What follows belongs to an exercise in optimizing a design on an open flow for small area, a short achievable clock period and few clock cycles per item; a production flow would make more cautious choices. No functional check of the RTL was part of any run shown here.

==> flow/design.v (outline; a module is shown in full before it is edited, if it fits) <==
// module lfs_cfg: 41 lines
// module lfs_fa: 10 lines
// module lfs_mac: 641 lines
// module lfs_p3: 199 lines
// module lfs_div5: 131 lines
// module lfs_coef: 95 lines
// module lfs_spd: 53 lines
// module lfs_ctrl: 234 lines
// module line_follow_steer_pd_core: 74 lines
module line_follow_steer_pd_core (
  input  logic                              clk,
  input  logic                              rst_n,
  input  logic                              in_valid,
  output logic                              in_ready,
  input  logic [lfs_pkg::PIX_W-1:0]         in_width_near,
  input  logic [lfs_pkg::PIX_W-1:0]         in_width_below,
  input  logic [lfs_pkg::PIX_W-1:0]         in_left_edge_near,
  input  logic [lfs_pkg::PIX_W-1:0]         in_right_edge_near,
  input  logic [lfs_pkg::CQ_W-1:0]          in_centre_exit,
  input  logic [lfs_pkg::CQ_W-1:0]          in_centre_near,
  input  logic [lfs_pkg::CQ_W-1:0]          in_centre_entry,
  input  logic [lfs_pkg::CQ_W-1:0]          in_centre_turn,
  input  logic [lfs_pkg::TURN_W-1:0]        in_turn_row,
  output logic                              out_valid,
  input  logic                              out_ready,
  output logic [lfs_pkg::DUTY_W-1:0]        out_servo_duty,
  output logic [lfs_pkg::SPEED_W-1:0]       out_speed_target,
  output logic [lfs_pkg::COEFF_W-1:0]       out_diff_coeff,
  output logic [lfs_pkg::ROW_W-1:0]         out_marker_row,
  output logic [lfs_pkg::COL_W-1:0]         out_marker_col,
  output logic                              out_marker_valid,
  input  logic                              cfg_we,
  input  logic [lfs_pkg::CFG_IDX_W-1:0]     cfg_idx,
  input  logic [lfs_pkg::CFG_DATA_W-1:0]    cfg_data
);
  // ...
==> flow/run.sh <==
#!/bin/bash
# synth_recipe.tcl (not shown) runs the flow's synth.tcl, then flattens the netlist and writes it again
# the make line also repeats each setting of config.mk as NAME=value (left out here)
make -C /OpenROAD-flow-scripts/flow DESIGN_CONFIG=/design/flow/config.mk WORK_HOME=/design/flow/orfs CLKGATE_MAP_FILE= SYNTH_SCRIPT=/design/flow/synth_recipe.tcl finish
==> flow/config.mk <==
export PLATFORM = sky130hd
export DESIGN_NAME = line_follow_steer_pd_core
export DESIGN_NICKNAME = line_follow_steer_pd_core
export VERILOG_FILES = /design/flow/design.v
export SDC_FILE = /design/flow/constraint.sdc
export NUM_CORES = 4
export LEC_CHECK = 0
export CAP_MARGIN = 50
export CORE_MARGIN = 2
export CORE_UTILIZATION = 40
export SLEW_MARGIN = 70
export SYNTH_HIERARCHICAL = 1
==> flow/constraint.sdc <==
create_clock -name core_clock -period 11.0 [get_ports {clk}]
set_input_delay 2.2000 -clock core_clock [delete_from_list [all_inputs] [get_ports {clk}]]
set_output_delay 2.2000 -clock core_clock [all_outputs]
set_load 0.01 [all_outputs]
==> flow_summary.toml, run 1 <==
[timing]
finalCriticalPeriod_ps = 5080
finalHoldViolCount = 0
hold_slack_ps = 403

[die]
fp.dieH_um = 318
dieArea_mm2 = 0.101
core-area_mm2 = 0.0981
die_w_um = 318

[synth]
yosys_most_used_dff = "edfxtp_1"
async_flop_share_pct = 0
synth_mux_area_share_pct = 0.896
synth.yosys.seq_area_share_pct = 30.9

[cts]
clock_latency_ps = 650
hold_buffers = 0
ctsResizeCount = 0
htreeDepth = 2
clockBufferDepth = 3

[worst_setup_path]
end_kind = "flip-flop"
cp_max_fo = 4
worst_setup_path_start_kind = "flip-flop"
slowest_delay_ps = 510

[place]
place_congestion = 0.862

[global_routing]
antenna_found_initial = 0
busiest_layer = "met2"
grt_pass1_wl_um = 153000

[detailed_routing]
drcViolationCount = 0
drt_pass1_iterations = 6
routed_wl_um = 94800

[layout]
buffers_excl_clock = 311
mostFrequentLayoutCell = "fa_1"
stdcell_count = 4956
largestRegisters = "u_ctrl.k_r x33, u_ctrl.s1_r x33"
final_area_mm2 = 0.0444

[hold_path]
min_from = "u_ctrl.s4_side[9]"
hold-path-endpoint = "u_ctrl.s5_side[9]"

[status]
outcome = "finished clean"
==> module lfs_div5, before the edit <==
module lfs_div5 (
  input  logic [14:0] x,
  output logic [11:0] q
);
  logic d0, d1, d2, d3, d4, d5, d6, d7, d8, d9, d10, d11, d12, d13, d14, d15;
  logic d16, d17, d18, d19, d20, d21, d22, d23, d24, d25, d26, d27, d28, d29, d30, d31;
  logic d32, d33, d34, d35, d36, d37, d38, d39, d40, d41, d42, d43, d44, d45, d46, d47;
  logic d48, d49, d50, d51, d52, d53, d54, d55, d56, d57, d58, d59, d60, d61, d62, d63;
  logic d64, d65, d66, d67, d68, d69, d70, d71, d72, d73, d74, d75, d76, d77, d78, d79;
  logic d80, d81, d82, d83, d84, d85, d86, d87, d88, d89, d90, d91, d92, d93, d94, d95;
  logic d96, d97, d98, d99, d100, d101, d102, d103, d104, d105, d106, d107, d108, d109, d110, d111;
  logic d112, d113, d114, d115, d116, d117, d118, d119, d120, d121, d122, d123, d124, d125, d126, d127;
  logic d128, d129, d130, d131, d132, d133, d134, d135, d136, d137, d138, d139, d140, d141, d142, d143;
  logic d144, d145, d146, d147, d148, d149, d150, d151, d152, d153, d154, d155, d156, d157, d158, d159;
  logic d160, d161, d162, d163, d164, d165, d166, d167, d168, d169, d170, d171, d172, d173, d174, d175;
  logic d176, d177;
  assign d0 = ~(~x[13] ^ x[10]);
  assign d1 = ~x[13] | x[10];
  lfs_fa u_d2 (.a(~x[14]), .b(x[11]), .c(~x[9]), .s(d2), .co(d3));
  assign d4 = ~(x[12] ^ ~x[10]);
  assign d5 = x[12] | ~x[10];
  assign d6 = x[8] ^ ~x[6];
  assign d7 = x[8] & ~x[6];
  assign d8 = ~(x[13] ^ ~x[11]);
  assign d9 = x[13] | ~x[11];
  lfs_fa u_d10 (.a(x[9]), .b(~x[7]), .c(x[5]), .s(d10), .co(d11));
  assign d12 = ~(x[14] ^ ~x[12]);
  assign d13 = x[14] | ~x[12];
  lfs_fa u_d14 (.a(x[10]), .b(~x[8]), .c(x[6]), .s(d14), .co(d15));
  assign d16 = ~(~x[13] ^ x[11]);
  assign d17 = ~x[13] | x[11];
  assign d18 = ~x[9] ^ x[7];
  assign d19 = ~x[9] & x[7];
  assign d20 = ~(~x[14] ^ x[12]);
  assign d21 = ~x[14] | x[12];
  assign d22 = ~x[10] ^ x[8];
  assign d23 = ~x[10] & x[8];
  assign d24 = x[13] ^ ~x[11];
  assign d25 = x[13] & ~x[11];
  assign d26 = ~x[14];
  assign d27 = ~(~x[9] ^ x[6]);
  assign d28 = ~x[9] | x[6];
  lfs_fa u_d29 (.a(~x[10]), .b(x[7]), .c(~x[5]), .s(d29), .co(d30));
  lfs_fa u_d31 (.a(~x[11]), .b(x[8]), .c(~x[6]), .s(d31), .co(d32));
  assign d33 = x[4] ^ ~x[2];
  assign d34 = x[4] & ~x[2];
  lfs_fa u_d35 (.a(~x[12]), .b(x[9]), .c(~x[7]), .s(d35), .co(d36));
  lfs_fa u_d37 (.a(x[5]), .b(~x[3]), .c(x[1]), .s(d37), .co(d38));
  lfs_fa u_d39 (.a(~x[8]), .b(x[6]), .c(~x[4]), .s(d39), .co(d40));
  lfs_fa u_d41 (.a(x[2]), .b(~x[0]), .c(d0), .s(d41), .co(d42));
  lfs_fa u_d43 (.a(x[7]), .b(~x[5]), .c(x[3]), .s(d43), .co(d44));
  lfs_fa u_d45 (.a(~x[1]), .b(d1), .c(d2), .s(d45), .co(d46));
  lfs_fa u_d47 (.a(x[4]), .b(~x[2]), .c(x[0]), .s(d47), .co(d48));
  lfs_fa u_d49 (.a(d4), .b(d6), .c(d3), .s(d49), .co(d50));
  lfs_fa u_d51 (.a(~x[3]), .b(x[1]), .c(d5), .s(d51), .co(d52));
  lfs_fa u_d53 (.a(d7), .b(d8), .c(d10), .s(d53), .co(d54));
  lfs_fa u_d55 (.a(~x[4]), .b(x[2]), .c(d9), .s(d55), .co(d56));
  lfs_fa u_d57 (.a(d12), .b(d11), .c(d14), .s(d57), .co(d58));
  lfs_fa u_d59 (.a(~x[5]), .b(x[3]), .c(d13), .s(d59), .co(d60));
  lfs_fa u_d61 (.a(d16), .b(d18), .c(d15), .s(d61), .co(d62));
  lfs_fa u_d63 (.a(~x[6]), .b(x[4]), .c(d17), .s(d63), .co(d64));
  lfs_fa u_d65 (.a(d19), .b(d20), .c(d22), .s(d65), .co(d66));
  lfs_fa u_d67 (.a(x[9]), .b(~x[7]), .c(x[5]), .s(d67), .co(d68));
  lfs_fa u_d69 (.a(d21), .b(d23), .c(d24), .s(d69), .co(d70));
  lfs_fa u_d71 (.a(~x[12]), .b(x[10]), .c(~x[8]), .s(d71), .co(d72));
  lfs_fa u_d73 (.a(x[6]), .b(d26), .c(d25), .s(d73), .co(d74));
  assign d75 = ~(x[14] ^ ~x[13]);
  assign d76 = x[14] | ~x[13];
  lfs_fa u_d77 (.a(x[11]), .b(~x[9]), .c(x[7]), .s(d77), .co(d78));
  assign d79 = ~(~x[14] ^ x[12]);
  assign d80 = ~x[14] | x[12];
  assign d81 = ~x[10] ^ x[8];
  assign d82 = ~x[10] & x[8];
  assign d83 = x[13] ^ ~x[11];
  assign d84 = x[13] & ~x[11];
  assign d85 = ~x[14];
  assign d86 = ~~x[5];
  assign d87 = ~x[6] ^ x[3];
  assign d88 = ~x[6] & x[3];
  lfs_fa u_d89 (.a(~x[7]), .b(x[4]), .c(~x[2]), .s(d89), .co(d90));
  lfs_fa u_d91 (.a(~x[8]), .b(x[5]), .c(~x[3]), .s(d91), .co(d92));
  lfs_fa u_d93 (.a(~x[4]), .b(x[2]), .c(~x[0]), .s(d93), .co(d94));
  lfs_fa u_d95 (.a(x[3]), .b(~x[1]), .c(d28), .s(d95), .co(d96));
  lfs_fa u_d97 (.a(x[0]), .b(d33), .c(d30), .s(d97), .co(d98));
  lfs_fa u_d99 (.a(d34), .b(d32), .c(d35), .s(d99), .co(d100));
  lfs_fa u_d101 (.a(d36), .b(d38), .c(d39), .s(d101), .co(d102));
  lfs_fa u_d103 (.a(d40), .b(d43), .c(d42), .s(d103), .co(d104));
  lfs_fa u_d105 (.a(d44), .b(d47), .c(d46), .s(d105), .co(d106));
  lfs_fa u_d107 (.a(d48), .b(d51), .c(d50), .s(d107), .co(d108));
  lfs_fa u_d109 (.a(d52), .b(d55), .c(d54), .s(d109), .co(d110));
  lfs_fa u_d111 (.a(d56), .b(d59), .c(d58), .s(d111), .co(d112));
  lfs_fa u_d113 (.a(d60), .b(d63), .c(d65), .s(d113), .co(d114));
  lfs_fa u_d115 (.a(d67), .b(d64), .c(d66), .s(d115), .co(d116));
  lfs_fa u_d117 (.a(d68), .b(d71), .c(d73), .s(d117), .co(d118));
  lfs_fa u_d119 (.a(d75), .b(d72), .c(d77), .s(d119), .co(d120));
  lfs_fa u_d121 (.a(d76), .b(d79), .c(d81), .s(d121), .co(d122));
  lfs_fa u_d123 (.a(x[9]), .b(d80), .c(d82), .s(d123), .co(d124));
  lfs_fa u_d125 (.a(~x[12]), .b(x[10]), .c(d85), .s(d125), .co(d126));
  assign d127 = ~(x[14] ^ ~x[13]);
  assign d128 = x[14] | ~x[13];
  assign d129 = ~~x[14];
  assign d130 = x[2] ^ ~x[0];
  assign d131 = x[2] & ~x[0];
  lfs_fa u_d132 (.a(~x[5]), .b(~x[1]), .c(d87), .s(d132), .co(d133));
  lfs_fa u_d134 (.a(x[0]), .b(d88), .c(d89), .s(d134), .co(d135));
  lfs_fa u_d136 (.a(x[1]), .b(d90), .c(d91), .s(d136), .co(d137));
  lfs_fa u_d138 (.a(d27), .b(d92), .c(d93), .s(d138), .co(d139));
  lfs_fa u_d140 (.a(d94), .b(d29), .c(d95), .s(d140), .co(d141));
  lfs_fa u_d142 (.a(d31), .b(d96), .c(d97), .s(d142), .co(d143));
  lfs_fa u_d144 (.a(d37), .b(d98), .c(d99), .s(d144), .co(d145));
  lfs_fa u_d146 (.a(d41), .b(d100), .c(d101), .s(d146), .co(d147));
  lfs_fa u_d148 (.a(d102), .b(d45), .c(d103), .s(d148), .co(d149));
  lfs_fa u_d150 (.a(d49), .b(d104), .c(d105), .s(d150), .co(d151));
  lfs_fa u_d152 (.a(d53), .b(d106), .c(d107), .s(d152), .co(d153));
  lfs_fa u_d154 (.a(d57), .b(d108), .c(d109), .s(d154), .co(d155));
  lfs_fa u_d156 (.a(d61), .b(d110), .c(d111), .s(d156), .co(d157));
  lfs_fa u_d158 (.a(d62), .b(d113), .c(d112), .s(d158), .co(d159));
  lfs_fa u_d160 (.a(d69), .b(d114), .c(d115), .s(d160), .co(d161));
  lfs_fa u_d162 (.a(d70), .b(d117), .c(d116), .s(d162), .co(d163));
  lfs_fa u_d164 (.a(d74), .b(d119), .c(d118), .s(d164), .co(d165));
  lfs_fa u_d166 (.a(d78), .b(d121), .c(d120), .s(d166), .co(d167));
  lfs_fa u_d168 (.a(d83), .b(d123), .c(d122), .s(d168), .co(d169));
  lfs_fa u_d170 (.a(d84), .b(d125), .c(d124), .s(d170), .co(d171));
  lfs_fa u_d172 (.a(x[11]), .b(d127), .c(d126), .s(d172), .co(d173));
  lfs_fa u_d174 (.a(x[12]), .b(d129), .c(d128), .s(d174), .co(d175));
  assign d176 = ~x[14] ^ x[13];
  assign d177 = ~x[14] & x[13];
  logic [28:0] p;
  assign p = {d175, d173, d171, d169, d167, d165, d163, d161, d159, d157, d155, d153, d151, d149, d147, d145, d143, d141, d139, d137, d135, d133, d131, d130, ~x[4], ~x[3], ~x[2], ~x[1], 1'b1} + {d176, d174, d172, d170, d168, d166, d164, d162, d160, d158, d156, d154, d152, d150, d148, d146, d144, d142, d140, d138, d136, d134, d132, d86, x[1], x[0], 1'b0, 1'b0, ~x[0]};
  assign q = p[28:17];
endmodule
==> module lfs_ctrl, before the edit <==
module lfs_ctrl (
  input  logic                clk,
  input  logic                rst_n,
  input  logic                in_valid,
  output logic                in_ready,
  input  logic [6:0]          in_width_near,
  input  logic [6:0]          in_width_below,
  input  logic [6:0]          in_left_edge_near,
  input  logic [6:0]          in_right_edge_near,
  input  logic [10:0]         in_centre_exit,
  input  logic [10:0]         in_centre_near,
  input  logic [10:0]         in_centre_entry,
  input  logic [10:0]         in_centre_turn,
  input  logic [5:0]          in_turn_row,
  output logic                out_valid,
  input  logic                out_ready,
  output logic [11:0]         out_servo_duty,
  output logic [9:0]          out_speed_target,
  output logic [10:0]         out_diff_coeff,
  output logic [5:0]          out_marker_row,
  output logic [6:0]          out_marker_col,
  output logic                out_marker_valid,
  input  logic signed [18:0]  kp5,
  input  logic signed [18:0]  kd5,
  input  logic [11:0]         duty_min,
  input  logic [11:0]         duty_max,
  input  logic [11:0]         duty_mlh,
  input  logic                mlh_below,
  input  logic                max_below
);
  logic adv;
  logic kv_r, v1_r, v2_r, v3_r, v4_r, v5_r, ov_r;
  assign adv       = !(ov_r && !out_ready);
  assign in_ready  = !kv_r;
  assign out_valid = ov_r;
  typedef struct packed {
    logic [10:0] c;
    logic        e;      
    logic        x;      
    logic [5:0]  tr;
    logic        z;      
    logic [12:0] ct3;    
  } fr_t;
  fr_t         f_in, k_r, s1_r;
  logic [11:0] c_sum;
  always_comb begin
    c_sum   = {1'b0, in_centre_near} + 12'd1264;
    f_in.e  = (in_width_near >= 7'd78);
    f_in.x  = !f_in.e && (in_width_below >= 7'd60);
    f_in.tr = in_turn_row;
    f_in.z    = (in_turn_row == 6'd59);
    f_in.ct3  = {1'b0, in_centre_turn, 1'b0} + {2'b0, in_centre_turn};
    if (f_in.e)                           f_in.c = in_centre_entry;
    else if (f_in.x)                      f_in.c = in_centre_exit;
    else if (in_left_edge_near < 7'd2)    f_in.c = {1'b0, in_centre_near[10:1]};
    else if (in_right_edge_near > 7'd77)  f_in.c = c_sum[11:1];
    else                                  f_in.c = in_centre_near;
  end
  always_ff @(posedge clk) begin
    if (!kv_r) k_r <= f_in;
    if (adv) s1_r <= kv_r ? k_r : f_in;
  end
  logic [10:0]        pc_r;         
  logic signed [11:0] err1, dif1;
  logic [19:0]        p3_1;
  logic [11:0]        aerr1;
  logic [5:0]         eh1, eo1, et1, dh1, do1, dt1;
  function automatic logic [17:0] booth12(input logic [11:0] y);
    logic [12:0] yp;
    logic [5:0]  h, o, t;
    yp = {y, 1'b0};
    for (int i = 0; i < 6; i++) begin
      h[i] = yp[2*i+2];
      o[i] = yp[2*i+1] ^ yp[2*i];
      t[i] = (yp[2*i+2] & !yp[2*i+1] & !yp[2*i]) | (!yp[2*i+2] & yp[2*i+1] & yp[2*i]);
    end
    booth12 = {h, o, t};
  endfunction
  always_comb begin
    err1   = $signed({1'b0, s1_r.c}) - 12'sd624;
    dif1   = $signed({1'b0, s1_r.c}) - $signed({1'b0, pc_r});
    aerr1  = err1[11] ? 12'(-err1) : 12'(err1);
    {eh1, eo1, et1} = booth12(err1);
    {dh1, do1, dt1} = booth12(dif1);
  end
  logic [5:0]         s2_eh, s2_eo, s2_et, s2_dh, s2_do, s2_dt;
  lfs_p3 u_p3 (
    .trz  (s1_r.z ? 6'd0 : s1_r.tr),
    .ct3  (s1_r.ct3),
    .p3   (p3_1)
  );
  logic [11:0]        s2_aerr;
  logic [19:0]        s2_p3;
  logic [5:0]         s2_tr;
  logic               s2_e, s2_x, s2_mval;
  logic [6:0]         s2_col;
  always_ff @(posedge clk) begin
    if (adv) begin
      s2_eh   <= eh1;
      s2_eo   <= eo1;
      s2_et   <= et1;
      s2_dh   <= dh1;
      s2_do   <= do1;
      s2_dt   <= dt1;
      s2_aerr <= aerr1;
      s2_p3   <= p3_1;
      s2_tr   <= s1_r.tr;
      s2_e    <= s1_r.e;
      s2_x    <= s1_r.x;
      s2_col  <= s1_r.c[10:4];
      s2_mval <= (s1_r.c[10:4] > 7'd1) && (s1_r.c[10:4] < 7'd78);
    end
  end
  logic [31:0] m_a2, m_b2;
  logic [8:0]  lo2;
  logic [6:0]  spd2;
  lfs_mac u_mac (
    .kp5 (kp5),
    .kd5 (kd5),
    .e_h (s2_eh),
    .e_o (s2_eo),
    .e_t (s2_et),
    .d_h (s2_dh),
    .d_o (s2_do),
    .d_t (s2_dt),
    .p3  (s2_p3),
    .m_a (m_a2),
    .m_b (m_b2)
  );
  assign lo2 = {1'b0, m_a2[7:0]} + {1'b0, m_b2[7:0]};
  lfs_spd u_spd (
    .tr   (s2_tr),
    .aerr (s2_aerr),
    .spd  (spd2)
  );
  typedef struct packed {
    logic [6:0] spd;     
    logic [6:0] col;
    logic       mval;
    logic       e;
    logic       x;
  } side_t;
  logic [23:0] s3_a, s3_b;
  logic        s3_c;
  side_t       s3_side, s4_side, s5_side;
  always_ff @(posedge clk) begin
    if (adv) begin
      s3_a    <= m_a2[31:8];
      s3_b    <= m_b2[31:8];
      s3_c    <= lo2[8];
      s3_side <= {spd2, s2_col, s2_mval, s2_e, s2_x};
    end
  end
  logic [23:0] hs3;
  logic [19:0] xs3;
  logic [14:0] lo5, hi5p;
  logic        low3, high3, sq3;
  assign hs3   = s3_a + s3_b + 24'(s3_c);
  assign xs3   = hs3[23:4];
  assign lo5   = {duty_min, 2'b00} + 15'(duty_min);
  assign hi5p  = {duty_max, 2'b00} + 15'(duty_max) + 15'd4;
  assign low3  = xs3[19] || (xs3[18:0] < 19'(lo5));
  assign high3 = (xs3[18:0] > 19'(hi5p));
  assign sq3   = (xs3[18:0] < 19'd7500);       
  logic [14:0] s4_x;
  logic        s4_low, s4_high, s4_sq;
  always_ff @(posedge clk) begin
    if (adv) begin
      s4_x    <= xs3[14:0];
      s4_low  <= low3;
      s4_high <= high3;
      s4_sq   <= sq3;
      s4_side <= s3_side;
    end
  end
  logic [11:0] q4;
  lfs_div5 u_div5 (
    .x (s4_x),
    .q (q4)
  );
  logic        s4;
  logic [11:0] u4;
  assign s4 = s4_low ? mlh_below : s4_high ? max_below : s4_sq;
  assign u4 = s4_low ? (duty_mlh ^ {12{mlh_below}}) : s4_high ? (duty_max ^ {12{max_below}})
                     : (q4 ^ {12{s4_sq}});
  logic [11:0] s5_u;
  logic        s5_s;
  always_ff @(posedge clk) begin
    if (adv) begin
      s5_u    <= u4;
      s5_s    <= s4;
      s5_side <= s4_side;
    end
  end
  logic [10:0] coeff5;
  lfs_coef u_coef (
    .u     (s5_u),
    .s     (s5_s),
    .coeff (coeff5)
  );
  always_ff @(posedge clk) begin
    if (adv) begin
      out_servo_duty   <= s5_u ^ {12{s5_s}};
      out_speed_target <= {3'b001, s5_side.spd};
      out_diff_coeff   <= coeff5;
      out_marker_row   <= {s5_side.e, !s5_side.e, !s5_side.x, s5_side.x, 1'b1, !s5_side.x};
      out_marker_col   <= s5_side.col;
      out_marker_valid <= s5_side.mval;
    end
  end
  always_ff @(posedge clk) begin
    if (!rst_n) begin
      kv_r <= 1'b0;
      v1_r <= 1'b0;
      v2_r <= 1'b0;
      v3_r <= 1'b0;
      v4_r <= 1'b0;
      v5_r <= 1'b0;
      ov_r <= 1'b0;
      pc_r <= 11'd624;
    end else begin
      kv_r <= (kv_r || in_valid) && !adv;
      if (adv) begin
        v1_r <= kv_r || in_valid;
        v2_r <= v1_r;
        v3_r <= v2_r;
        v4_r <= v3_r;
        v5_r <= v4_r;
        ov_r <= v5_r;
        if (v1_r) pc_r <= s1_r.c;
      end
    end
  end
endmodule
==> run 2: changes to the inputs <==
--- a/flow/design.v
+++ b/flow/design.v
@@ -907,7 +907,12 @@
 endmodule
 module lfs_div5 (
   input  logic [14:0] x,
-  output logic [11:0] q
+  input  logic        sq,
+  input  logic        low,
+  input  logic        high,
+  input  logic [11:0] u_low,
+  input  logic [11:0] u_high,
+  output logic [11:0] u
 );
   logic d0, d1, d2, d3, d4, d5, d6, d7, d8, d9, d10, d11, d12, d13, d14, d15;
   logic d16, d17, d18, d19, d20, d21, d22, d23, d24, d25, d26, d27, d28, d29, d30, d31;
@@ -1034,7 +1039,7 @@
   assign d177 = ~x[14] & x[13];
   logic [28:0] p;
   assign p = {d175, d173, d171, d169, d167, d165, d163, d161, d159, d157, d155, d153, d151, d149, d147, d145, d143, d141, d139, d137, d135, d133, d131, d130, ~x[4], ~x[3], ~x[2], ~x[1], 1'b1} + {d176, d174, d172, d170, d168, d166, d164, d162, d160, d158, d156, d154, d152, d150, d148, d146, d144, d142, d140, d138, d136, d134, d132, d86, x[1], x[0], 1'b0, 1'b0, ~x[0]};
-  assign q = p[28:17];
+  assign u = (low || high) ? (low ? u_low : u_high) : (p[28:17] ^ {12{sq}});
 endmodule
 module lfs_coef (
   input  logic [11:0] u,
@@ -1223,7 +1228,7 @@
     logic [10:0] c;
     logic        e;      
     logic        x;      
-    logic [5:0]  tr;
+    logic [5:0]  trz;    
     logic        z;      
     logic [12:0] ct3;    
   } fr_t;
@@ -1233,7 +1238,7 @@
     c_sum   = {1'b0, in_centre_near} + 12'd1264;
     f_in.e  = (in_width_near >= 7'd78);
     f_in.x  = !f_in.e && (in_width_below >= 7'd60);
-    f_in.tr = in_turn_row;
+    f_in.trz  = (in_turn_row == 6'd59) ? 6'd0 : in_turn_row;
     f_in.z    = (in_turn_row == 6'd59);
     f_in.ct3  = {1'b0, in_centre_turn, 1'b0} + {2'b0, in_centre_turn};
     if (f_in.e)                           f_in.c = in_centre_entry;
@@ -1271,7 +1276,7 @@
   end
   logic [5:0]         s2_eh, s2_eo, s2_et, s2_dh, s2_do, s2_dt;
   lfs_p3 u_p3 (
-    .trz  (s1_r.z ? 6'd0 : s1_r.tr),
+    .trz  (s1_r.trz),
     .ct3  (s1_r.ct3),
     .p3   (p3_1)
   );
@@ -1290,7 +1295,7 @@
       s2_dt   <= dt1;
       s2_aerr <= aerr1;
       s2_p3   <= p3_1;
-      s2_tr   <= s1_r.tr;
+      s2_tr   <= s1_r.z ? 6'd59 : s1_r.trz;
       s2_e    <= s1_r.e;
       s2_x    <= s1_r.x;
       s2_col  <= s1_r.c[10:4];
@@ -1359,16 +1364,18 @@
       s4_side <= s3_side;
     end
   end
-  logic [11:0] q4;
-  lfs_div5 u_div5 (
-    .x (s4_x),
-    .q (q4)
-  );
   logic        s4;
   logic [11:0] u4;
   assign s4 = s4_low ? mlh_below : s4_high ? max_below : s4_sq;
-  assign u4 = s4_low ? (duty_mlh ^ {12{mlh_below}}) : s4_high ? (duty_max ^ {12{max_below}})
-                     : (q4 ^ {12{s4_sq}});
+  lfs_div5 u_div5 (
+    .x      (s4_x),
+    .sq     (s4_sq),
+    .low    (s4_low),
+    .high   (s4_high),
+    .u_low  (duty_mlh ^ {12{mlh_below}}),
+    .u_high (duty_max ^ {12{max_below}}),
+    .u      (u4)
+  );
   logic [11:0] s5_u;
   logic        s5_s;
   always_ff @(posedge clk) begin
==> flow_summary.toml, run 2 <==
[layout]
final_cell_mix = "fa_1 (417), edfxtp_1 (351), ha_1 (307)"
mostFrequentLayoutCell = "fa_1"
antennaDiodeCount = 0
stdcell_count = 5002
synthToLayoutAreaGrowth_pct = 11.8
drive_gt1_share_pct = 10.6
largestRegisters = "u_ctrl.k_r x33, u_ctrl.s1_r x33"
seq_area_mm2 = 0.0122
nets = 4499
multiInputGateArea_mm2 = 0.0258
fillers = 9116
final_util_pct = 45.2

[detailed_routing]
routed_wl_um = 93100
detail_route.wl_per_cell_um = 18.6
vias = 27100
drcViolationCount = 0
drt_pass1_iterations = 7
ant_nets = 0
drt_iter0_markers = 1311
vias_per_cell = 5.42

[die]
dieArea_mm2 = 0.102
initial_utilization_pct = 40.5
num_io_pins = 150
core-area_mm2 = 0.0987
rows = 115
die_w_um = 320
fp.dieH_um = 320

[global_routing]
grt_usage_pct = 18.2
grt_pass1_vias = 28200
grt_pass1_wl_um = 150000
grt-ovfl-total = 0
antenna_found_initial = 0
grt_start_max_net_pins = 69

[status]
outcome = "finished clean"

[timing]
rsz0062_at_grt = "false"
finalCriticalPeriod_ps = 4690
setup_tns_ps = 0
report.final.slew_viol_count = 0
timing.final.crit_share_pct = 42.6
fmax_ghz = 0.213
finalHoldViolCount = 0
setup_viol = 0
fin_skew_ps = 48.2

[synth]
syn_inst = 3583
yosysMostFrequentCell = "fa_1"
synth.yosys.seq_area_share_pct = 30.6
yosys_most_used_dff = "edfxtp_1"
synth_edf_count = 351
synth_cell_types = 114
synth_area_mm2 = 0.0400
synth_area_per_cell_um2 = 11.2
synth_area_leaders = "edfxtp_1 (26%), fa_1 (21%), ha_1 (9.6%)"
synth-seq-cells = 435
synth_top_area_share_pct = 26.4
yosysWarningCount = 8
post-synth-top-area-cell = "edfxtp_1"
async_flop_share_pct = 0
synth.cells.most_frequent = "fa_1 (417), edfxtp_1 (351), ha_1 (307), xor2_1 (253), inv_1 (235)"

[worst_setup_path]
crit_type = "flip-flop to flip-flop"
crit_family = "adder cells"
slowest_stage = "fa_1"
slowest_delay_ps = 510
critPathBufInv = 2
cpMostUsedCell = "fa_1"
cp_max_fo = 9
cp.required_ps = 11370
worst_setup_path_start_kind = "flip-flop"
end_kind = "flip-flop"
cp_data_arrival_time_ps = 5060
crit_chain = "buf_4 > buf_2 > and2_1 > fa_1 > fa_1 > fa_1 > fa_1 > ha_1 > a21o_1 > o21bai_1 > o31ai_2 > o211ai_1 > a31oi_1 > xnor2_1"

[cts]
post_cts_buffers = 0
cts_tree = "built"
htreeDepth = 2
hold_buffers = 0
ctsResizeCount = 0
numCtsBuffers = 50
cts_root_buffer = "clkbuf_16"
clk_pin_slew_ps = 60
clock_latency_ps = 630
clockBufferDepth = 3
cts_sinks = 435

[place]
portBuffers = 140
place_congestion = 0.881
dp.cells = 4897
dpl.hpwl_um = 75700

[flow_run]
cap_viol_max_count = 0

[hold_path]
hp-class = "flip-flop to flip-flop"
-- run 2: Yosys stat by module (local to each module, per instance), excerpt --
module / cells inside / copies in the design / area [µm²]
lfs_div5: 249 / 1 / 1780
lfs_ctrl: 1205 / 1 / 15600
lfs_coef: 214 / 1 / 1510
lfs_fa: 1 / 410 / 20.0
lfs_mac: 826 / 1 / 6170
lfs_cfg: 306 / 1 / 4050
lfs_spd: 129 / 1 / 927
lfs_p3: 244 / 1 / 1680
-- run 2: worst paths after layout --
path                        start           endpoint  slack, ps  cells after the start
setup / recovery  u_ctrl.s1_r[14]   u_ctrl.s2_p3[17]       6310                     14
hold / removal     u_ctrl.s2_mval  u_ctrl.s3_side[2]        420                      0
setup reg to reg  u_ctrl.s1_r[14]   u_ctrl.s2_p3[17]       6310                     14
hold reg to reg    u_ctrl.s2_mval  u_ctrl.s3_side[2]        420                      0
-- run 2: cell families after synthesis --
logic type / share of synthesized area (%)
AO/OA/AOI/OAI: 15.7
adder cells (fa/ha/maj): 30.5
AND/OR/NAND/NOR: 9.39
buffers and inverters: 5.78
flip-flops: 30.6
XOR/XNOR: 7.19
multiplexers: 0.773
other: 0.0376
-- run 2: area by class of cell --
| type | count | area share [%] |
|---|---|---|
| Sequential cell | 435 | 27.4 |
| Timing Repair Buffer | 289 | 5.34 |
| Tap cell | 1287 | 3.61 |
| Clock inverter | 32 | 0.793 |
| Multi-Input combinational cell | 2660 | 57.8 |
| Inverter | 238 | 2.04 |
| Clock buffer | 61 | 3.08 |
-- run 2: through the flow --
stage                     hold slack (ps)  setup slack (ps)  instance area, µm²
after global placement                402              5720               41700
after global routing                  423              6050               44700
after floorplan                       400               382               40000
after CTS                             415              6270               44500
after detailed placement              405              5780               42800
final                                 416              6310               44700
-- run 2: per-layer routing --
metal / vias up / routed length, µm / global-route usage, %
met2: 553 / 45000 / 31.3
met5: - / 0 / 0
met3: 149 / 3610 / 2.15
met4: 0 / 3220 / 6.42
met1: 13500 / 41200 / 23.7
li1: 12900 / - / -

separate check: timing with driven ports:
Ports are ideal in the flow. The routed layouts listed here were re-timed in OpenROAD.
Step 1: set_driving_cell puts a clkbuf_16 on clk and a buf_2 on each other input, an assumption about the parent block.
Step 2 times the ports against the registers' clock, not the clock port: input delays grow and output delays shrink by t, the midpoint of the rising clock arrivals with the driver on.
Three values: ideal ports, drivers, drivers and shift; two values: the first two.
run	t, ns	slack for setup (ns)	worst setup path after step 2	worst data-port slew with drivers (ns)
run 1	0.699	5.917 / 5.917 / 5.693	input to register	0.07
run 2	0.680	6.313 / 6.313 / 5.807	input to register	0.05
After both steps setup and hold are still met in every run listed. The setup slack of run 2, which loses most, moves by 0.000 ns with the drivers and by -0.506 ns with both steps.
